From an optimization exercise on the open Yosys and OpenROAD flow, aimed at small area; shortcuts taken in it are not production practice. At most, simulation tests tie the RTL to the original design; equivalence was not proved. Power is estimated from default activity; no workload was simulated.

Design modbus_rtu_register_slave, start of the top module:
module modbus_rtu_register_slave (
    input  logic        i_clk,
    input  logic        i_rst_n,
    input  logic        i_cfg_wr_en,
    input  logic [7:0]  i_cfg_wr_data,
    input  logic        i_valid,
    output logic        o_ready,
    input  logic [1:0]  i_func,
    input  logic [7:0]  i_rx_byte,
    input  logic        i_frame_end,
    input  logic [3:0]  i_host_index,
    input  logic [15:0] i_host_value,
    output logic        o_valid,
    input  logic        i_ready,
    output logic        o_kind,
    output logic [7:0]  o_tx_byte,
    output logic        o_last,
    output logic [15:0] o_read_value
);
Size in the first run: ~72 I/O pins.
Settings: LEC_CHECK=0, CAP_MARGIN=20, CORE_MARGIN=2, CORE_UTILIZATION=40, SLEW_MARGIN=20; clock period 10.0 ns.
standard.sh (not shown) runs the stock make flow with config.mk's settings and CLKGATE_MAP_FILE= SYNTH_SCRIPT=/design/flow/synth_recipe.tcl, a recipe that flattens the netlist after the stock synthesis.
==> flow/flow/run.sh <==
#!/bin/bash
# Own layout flow: the standard synthesis, then an area-oriented re-mapping of the
# combinational cells (registers kept as they are, same instances and names), then the
# standard ORFS layout with smaller port buffers and a coarser clock tree without dummy loads.
# Each tool writes its full output to its own log file in the work folder.
set -euo pipefail
WORK=$(pwd)
RES=$WORK/orfs/results/$FLOW_PLATFORM/modbus_rtu_register_slave/base
LIB=$FLOW_HOME/platforms/$FLOW_PLATFORM/lib/sky130_fd_sc_hd__tt_025C_1v80.lib
CTS_SET=$(cat "$WORK/flow/cts.args")

bash standard.sh synth > "$WORK/flow_synth.log" 2>&1

cp "$RES/1_2_yosys.v" "$WORK/synth_standard.v"
if ! grep -oE "sky130_fd_sc_hd__[a-z0-9_]+" "$WORK/synth_standard.v" | sort -u \
      | grep -E "__(df|edf|sdf|dl|sedf)" | grep -qvE "__(dfxtp_1|edfxtp_1)$"; then
  best=""
  best_area=""
  for seed in 1 2 3 4; do
    sed -e "s#@SEED@#$seed#g" "$WORK/flow/remap.abc" > "$WORK/remap_$seed.abc"
    sed -e "s#@LIB@#$LIB#g" -e "s#@IN@#$WORK/synth_standard.v#g" -e "s#@OUT@#$WORK/synth_remap_$seed.v#g" \
        -e "s#@FLOW@#$WORK/flow#g" -e "s#@ABC@#$WORK/remap_$seed.abc#g" \
        "$WORK/flow/remap.ys" > "$WORK/remap_$seed.ys"
    (timeout 1800 yosys -s "$WORK/remap_$seed.ys" > "$WORK/flow_remap_$seed.log" 2>&1 || true) &
  done
  wait
  for seed in 1 2 3 4; do
    if [[ -s "$WORK/synth_remap_$seed.v" ]] && grep -q "Found and reported 0 problems" "$WORK/flow_remap_$seed.log"; then
      area=$(grep "Chip area" "$WORK/flow_remap_$seed.log" | tail -1 | awk '{print $NF}')
      echo "seed $seed: $area" >> "$WORK/flow_remap_pick.log"
      if [[ -z "$best" ]] || awk -v a="$area" -v b="$best_area" 'BEGIN{exit !(a < b)}'; then
        best=$seed
        best_area=$area
      fi
    fi
  done
  if [[ -n "$best" ]]; then
    echo "picked seed $best: $best_area" >> "$WORK/flow_remap_pick.log"
    cp "$WORK/synth_remap_$best.v" "$RES/1_2_yosys.v"
    rm -f "$RES/1_synth.odb" "$RES/1_synth.sdc"
  fi
fi

bash standard.sh \
  "BUFFER_PORTS_ARGS=-buffer_cell sky130_fd_sc_hd__buf_1" \
  "CTS_ARGS=-sink_clustering_enable -repair_clock_nets -dont_use_dummy_load $CTS_SET" \
  finish > "$WORK/flow_layout.log" 2>&1
==> flow/flow/cts.args <==
-sink_clustering_size 12 -sink_clustering_max_diameter 40 -buf_list sky130_fd_sc_hd__clkbuf_4
==> flow/flow/remap.ys <==
# Re-map the combinational cells of the standard synthesis for area; registers are
# blackboxes here, so their instances, names and cell types stay as synthesis made them.
read_verilog @FLOW@/stubs.v
read_liberty -ignore_redef -ignore_miss_func @LIB@
read_verilog @IN@
hierarchy -top modbus_rtu_register_slave
flatten
opt_clean
stat -liberty @LIB@
abc -liberty @LIB@ -script @ABC@ -dont_use sky130_fd_sc_hd__probe_p_8 -dont_use sky130_fd_sc_hd__probec_p_8 -dont_use sky130_fd_sc_hd__lpflow_bleeder_1 -dont_use sky130_fd_sc_hd__lpflow_clkbufkapwr_1 -dont_use sky130_fd_sc_hd__lpflow_clkbufkapwr_16 -dont_use sky130_fd_sc_hd__lpflow_clkbufkapwr_2 -dont_use sky130_fd_sc_hd__lpflow_clkbufkapwr_4 -dont_use sky130_fd_sc_hd__lpflow_clkbufkapwr_8 -dont_use sky130_fd_sc_hd__lpflow_clkinvkapwr_1 -dont_use sky130_fd_sc_hd__lpflow_clkinvkapwr_16 -dont_use sky130_fd_sc_hd__lpflow_clkinvkapwr_2 -dont_use sky130_fd_sc_hd__lpflow_clkinvkapwr_4 -dont_use sky130_fd_sc_hd__lpflow_clkinvkapwr_8 -dont_use sky130_fd_sc_hd__lpflow_decapkapwr_12 -dont_use sky130_fd_sc_hd__lpflow_decapkapwr_3 -dont_use sky130_fd_sc_hd__lpflow_decapkapwr_4 -dont_use sky130_fd_sc_hd__lpflow_decapkapwr_6 -dont_use sky130_fd_sc_hd__lpflow_decapkapwr_8 -dont_use sky130_fd_sc_hd__lpflow_inputiso0n_1 -dont_use sky130_fd_sc_hd__lpflow_inputiso0p_1 -dont_use sky130_fd_sc_hd__lpflow_inputiso1n_1 -dont_use sky130_fd_sc_hd__lpflow_inputiso1p_1 -dont_use sky130_fd_sc_hd__lpflow_inputisolatch_1 -dont_use sky130_fd_sc_hd__lpflow_isobufsrc_1 -dont_use sky130_fd_sc_hd__lpflow_isobufsrc_16 -dont_use sky130_fd_sc_hd__lpflow_isobufsrc_2 -dont_use sky130_fd_sc_hd__lpflow_isobufsrc_4 -dont_use sky130_fd_sc_hd__lpflow_isobufsrc_8 -dont_use sky130_fd_sc_hd__lpflow_isobufsrckapwr_16 -dont_use sky130_fd_sc_hd__lpflow_lsbuf_lh_hl_isowell_tap_1 -dont_use sky130_fd_sc_hd__lpflow_lsbuf_lh_hl_isowell_tap_2 -dont_use sky130_fd_sc_hd__lpflow_lsbuf_lh_hl_isowell_tap_4 -dont_use sky130_fd_sc_hd__lpflow_lsbuf_lh_isowell_4 -dont_use sky130_fd_sc_hd__lpflow_lsbuf_lh_isowell_tap_1 -dont_use sky130_fd_sc_hd__lpflow_lsbuf_lh_isowell_tap_2 -dont_use sky130_fd_sc_hd__lpflow_lsbuf_lh_isowell_tap_4 
read_liberty -lib -ignore_redef @LIB@
splitnets
opt_clean -purge
hilomap -singleton -hicell sky130_fd_sc_hd__conb_1 HI -locell sky130_fd_sc_hd__conb_1 LO
insbuf -buf sky130_fd_sc_hd__buf_4 A X
hierarchy -top modbus_rtu_register_slave
check -assert
stat -liberty @LIB@
write_verilog -noattr -nohex -nodec @OUT@
Other scripts of this flow, unchanged in this note and not shown: flow/flow/README.md, flow/flow/remap.abc, flow/flow/stubs.v
The starting point completed without violations.
Edit:
==> flow/flow/cts.args (replaced) <==
-sink_clustering_size 20 -sink_clustering_max_diameter 60 -buf_list {sky130_fd_sc_hd__clkbuf_4 sky130_fd_sc_hd__clkbuf_8 sky130_fd_sc_hd__clkbuf_16}
--- a/flow/flow/remap.ys
+++ b/flow/flow/remap.ys
@@ -7,3 +7,4 @@
 flatten
-opt_clean
+rename -hide w:*.*
+opt_clean -purge
 stat -liberty @LIB@
Effect: The new run ran to the end with no violations; synthesized cell count is lower by 3.5%; fmax went up by 5.3%; setup slack improves by 0.24 ns; design area rose by 2.5%; via count went down by 1.2%.
Edit:
==> flow/flow/cts.args (replaced) <==
-sink_clustering_size 22 -sink_clustering_max_diameter 50 -buf_list sky130_fd_sc_hd__clkbuf_8
- CORE_UTILIZATION: 40 -> 55
- PLACE_DENSITY: not set -> 0.75
After rerunning:
- final area went down by a few percent
- setup slack gains 0.048 ns
- wire length went down by a few percent
No functional check of the RTL was part of any run of this note.

* * *

## juniper
Another version of the RTL of modbus_rtu_register_slave (not shown whole).
Size: roughly 1000 cells after synthesis, roughly 72 I/O pins, ~15000 µm² of cells after synthesis.
==> flow/config.mk <==
export PLATFORM = sky130hd
export DESIGN_NAME = modbus_rtu_register_slave
export DESIGN_NICKNAME = modbus_rtu_register_slave
export VERILOG_FILES = /design/flow/design.v
export SDC_FILE = /design/flow/constraint.sdc
export NUM_CORES = 4
export LEC_CHECK = 0
export CAP_MARGIN = 20
export CORE_MARGIN = 2
export CORE_UTILIZATION = 40
export SLEW_MARGIN = 20
==> flow/constraint.sdc <==
create_clock -name core_clock -period 10.0 [get_ports {i_clk}]
set_input_delay 2.0000 -clock core_clock [delete_from_list [all_inputs] [get_ports {i_clk}]]
set_output_delay 2.0000 -clock core_clock [all_outputs]
set_load 0.01 [all_outputs]
==> flow/flow/run.sh <==
#!/bin/bash
# Own layout flow: the standard synthesis, then an area-oriented re-mapping of the
# combinational cells (registers kept as they are, same instances and names), then the
# standard ORFS layout with smaller port buffers and a coarser clock tree without dummy loads.
# Each tool writes its full output to its own log file in the work folder.
set -euo pipefail
WORK=$(pwd)
RES=$WORK/orfs/results/$FLOW_PLATFORM/modbus_rtu_register_slave/base
LIB=$FLOW_HOME/platforms/$FLOW_PLATFORM/lib/sky130_fd_sc_hd__tt_025C_1v80.lib
CTS_SET=$(cat "$WORK/flow/cts.args")

bash standard.sh synth > "$WORK/flow_synth.log" 2>&1

cp "$RES/1_2_yosys.v" "$WORK/synth_standard.v"
if ! grep -oE "sky130_fd_sc_hd__[a-z0-9_]+" "$WORK/synth_standard.v" | sort -u \
      | grep -E "__(df|edf|sdf|dl|sedf)" | grep -qvE "__(dfxtp_1|edfxtp_1)$"; then
  best=""
  best_area=""
  # run_remap TAG SCRIPT SEED: one re-mapping attempt, in the background
  run_remap() {
    sed -e "s#@SEED@#$3#g" "$WORK/flow/$2" > "$WORK/remap_$1.abc"
    sed -e "s#@LIB@#$LIB#g" -e "s#@IN@#$WORK/synth_standard.v#g" -e "s#@OUT@#$WORK/synth_remap_$1.v#g" \
        -e "s#@FLOW@#$WORK/flow#g" -e "s#@ABC@#$WORK/remap_$1.abc#g" \
        "$WORK/flow/remap.ys" > "$WORK/remap_$1.ys"
    (timeout 1800 yosys -s "$WORK/remap_$1.ys" > "$WORK/flow_remap_$1.log" 2>&1 || true) &
  }
  pick() {
    for tag in "$@"; do
      if [[ -s "$WORK/synth_remap_$tag.v" ]] && grep -q "Found and reported 0 problems" "$WORK/flow_remap_$tag.log"; then
        area=$(grep "Chip area" "$WORK/flow_remap_$tag.log" | tail -1 | awk '{print $NF}')
        echo "$tag: $area" >> "$WORK/flow_remap_pick.log"
        if [[ -z "$best" ]] || awk -v a="$area" -v b="$best_area" 'BEGIN{exit !(a < b)}'; then
          best=$tag
          best_area=$area
        fi
      else
        echo "$tag: failed" >> "$WORK/flow_remap_pick.log"
      fi
    done
  }
  for seed in 1 2 3 4; do run_remap "b$seed" remap_b.abc $seed; done
  wait
  for seed in 5 6 7 8; do run_remap "b$seed" remap_b.abc $seed; done
  wait
  pick b1 b2 b3 b4 b5 b6 b7 b8
  if [[ -z "$best" ]]; then
    for seed in 1 2 3 4; do run_remap "a$seed" remap_a.abc $seed; done
    wait
    pick a1 a2 a3 a4
  fi
  if [[ -z "$best" ]]; then
    run_remap c1 remap_c.abc 1
    wait
    pick c1
  fi
  if [[ -n "$best" ]]; then
    echo "picked seed $best: $best_area" >> "$WORK/flow_remap_pick.log"
    cp "$WORK/synth_remap_$best.v" "$RES/1_2_yosys.v"
    rm -f "$RES/1_synth.odb" "$RES/1_synth.sdc"
  fi
fi

bash standard.sh \
  "BUFFER_PORTS_ARGS=-buffer_cell sky130_fd_sc_hd__buf_1" \
  "CTS_ARGS=-sink_clustering_enable -repair_clock_nets -dont_use_dummy_load $CTS_SET" \
  finish > "$WORK/flow_layout.log" 2>&1
==> flow/flow/README.md <==
Own layout flow. run.sh: standard synthesis (standard.sh synth); the combinational cells are
re-mapped for area with yosys/ABC (remap.ys; registers are blackboxes via stubs.v so
they keep their instances, names and cell types) with ABC script remap_b.abc on eight seeds, keeping the smallest (remap_a.abc, then remap_c.abc, if all fail);
then standard.sh finish with buf_1 port buffers and the clock-tree settings in cts.args.
==> flow/flow/cts.args <==
-sink_clustering_size 20 -sink_clustering_max_diameter 55 -buf_list sky130_fd_sc_hd__clkbuf_8
Other scripts of this flow, unchanged in this note and not shown: flow/flow/remap.ys, flow/flow/remap_a.abc, flow/flow/remap_b.abc, flow/flow/remap_c.abc, flow/flow/stubs.v
juniper: no failed stages, no open violations at the end
### juniper -> yarrow
==> flow/flow/README.md <==
Own layout flow. run.sh: standard synthesis (standard.sh synth); the combinational cells are
re-mapped for area with yosys/ABC (remap.ys, remap.abc; registers are blackboxes via stubs.v so
they keep their instances, names and cell types) with ABC script remap_b.abc on eight seeds, keeping the smallest (remap_a.abc, then remap_c.abc, if all fail);
then standard.sh finish with buf_1 port buffers and the clock-tree settings in cts.args.
## What came out
Per the comparison of yarrow with juniper, global routing met3 resource utilization saw an increase, later-pin clock latency in the skew report saw little to no change, worst setup slack before clock tree synthesis saw an increase, die outline area saw little to no change, total of fill cells in the finished design saw little to no change.
yarrow vs juniper: fmax down by a few percent
Compared with juniper, in yarrow minimum setup slack among reg-to-reg paths rose by 0.07 ns, worst setup slack dropped 0.099 ns, met1 usage went down.
Relative to juniper, number of logic inverters in the finished layout increased by 3 in yarrow.
The following lists how zinc was set up differently from yarrow:
-- flow/flow/run.sh --
<<< yarrow, line 40
  }
  for seed in 1 2 3 4; do run_remap "b$seed" remap_b.abc $seed; done
  wait
  for seed in 5 6 7 8; do run_remap "b$seed" remap_b.abc $seed; done
  wait
  pick b1 b2 b3 b4 b5 b6 b7 b8
  if [[ -z "$best" ]]; then
    for seed in 1 2 3 4; do run_remap "a$seed" remap_a.abc $seed; done
    wait
    pick a1 a2 a3 a4
  fi
  if [[ -z "$best" ]]; then
>>> zinc, line 40
  }
  for seed in 1 2 3 4; do run_remap "a$seed" remap_a.abc $seed; done
  wait
  for seed in 1 2 3 4; do run_remap "b$seed" remap_b.abc $seed; done
  wait
  pick a1 a2 a3 a4 b1 b2 b3 b4
  if [[ -z "$best" ]]; then
==> flow/flow/README.md <==
Own layout flow. run.sh: standard synthesis (standard.sh synth); the combinational cells are
re-mapped for area with yosys/ABC (remap.ys, remap.abc; registers are blackboxes via stubs.v so
they keep their instances, names and cell types) with two ABC scripts (remap_a.abc, remap_b.abc) on four seeds each, keeping the smallest (remap_c.abc if all fail);
then standard.sh finish with buf_1 port buffers and the clock-tree settings in cts.args.
==> flow/flow/cts.args <==
-sink_clustering_size 18 -sink_clustering_max_diameter 50 -buf_list sky130_fd_sc_hd__clkbuf_8
==> comparison <==
Summary — internal power, zinc relative to yarrow: lower, by about 1%. Re number of flip-flops and latches: no difference whatsoever between yarrow and zinc. The detailed-route via count on yarrow is in line with that on zinc. In terms of number of nets in the layout, yarrow and zinc differ only marginally. On worst setup slack after layout: between zinc and yarrow, it ends up higher for yarrow. Summary of zinc over yarrow: antenna diode count moved down, share of the final layout cell area in sequential cells moved down, proportion of final cell area spent on non-clock buffers level. The higher total wirelength of the detailed-routed design of zinc and yarrow is in yarrow.

==> static timing again, ports no longer ideal <==
How much do the figures lean on ideal ports? The routed layouts below were timed once more, with nothing changed but the port constraints. Step 1, drivers: a clkbuf_16 drives i_clk and a buf_2 each remaining input, both assumed. Step 2 also shifts input and output timing later by t, the mid clock arrival at the registers, as if the neighbouring blocks saw the same clock. Three values: ideal ports, drivers, drivers and shift; two values: the first two.
run | t, ns | setup WS [ns] | latest minus earliest clock arrival (ns)
the first run of note 1 | 0.700 | 5.333 / 5.333 / 5.056 | 0.092 / 0.092
the second run of note 1 | 0.570 | 5.569 / 5.549 / 5.211 | 0.065 / 0.065
the third run of note 1 | 0.595 | 5.617 / 5.597 / 5.150 | 0.083 / 0.083
juniper | 0.574 | 5.551 / 5.522 / 5.212 | 0.092 / 0.092
yarrow | 0.597 | 5.452 / 5.428 / 5.322 | 0.057 / 0.057
zinc | 0.609 | 5.390 / 5.415 / 4.806 | 0.079 / 0.079
After both steps setup and hold are still met in every run listed. The setup slack of zinc, which loses most, moves by +0.025 ns with the drivers and by -0.584 ns with both steps.
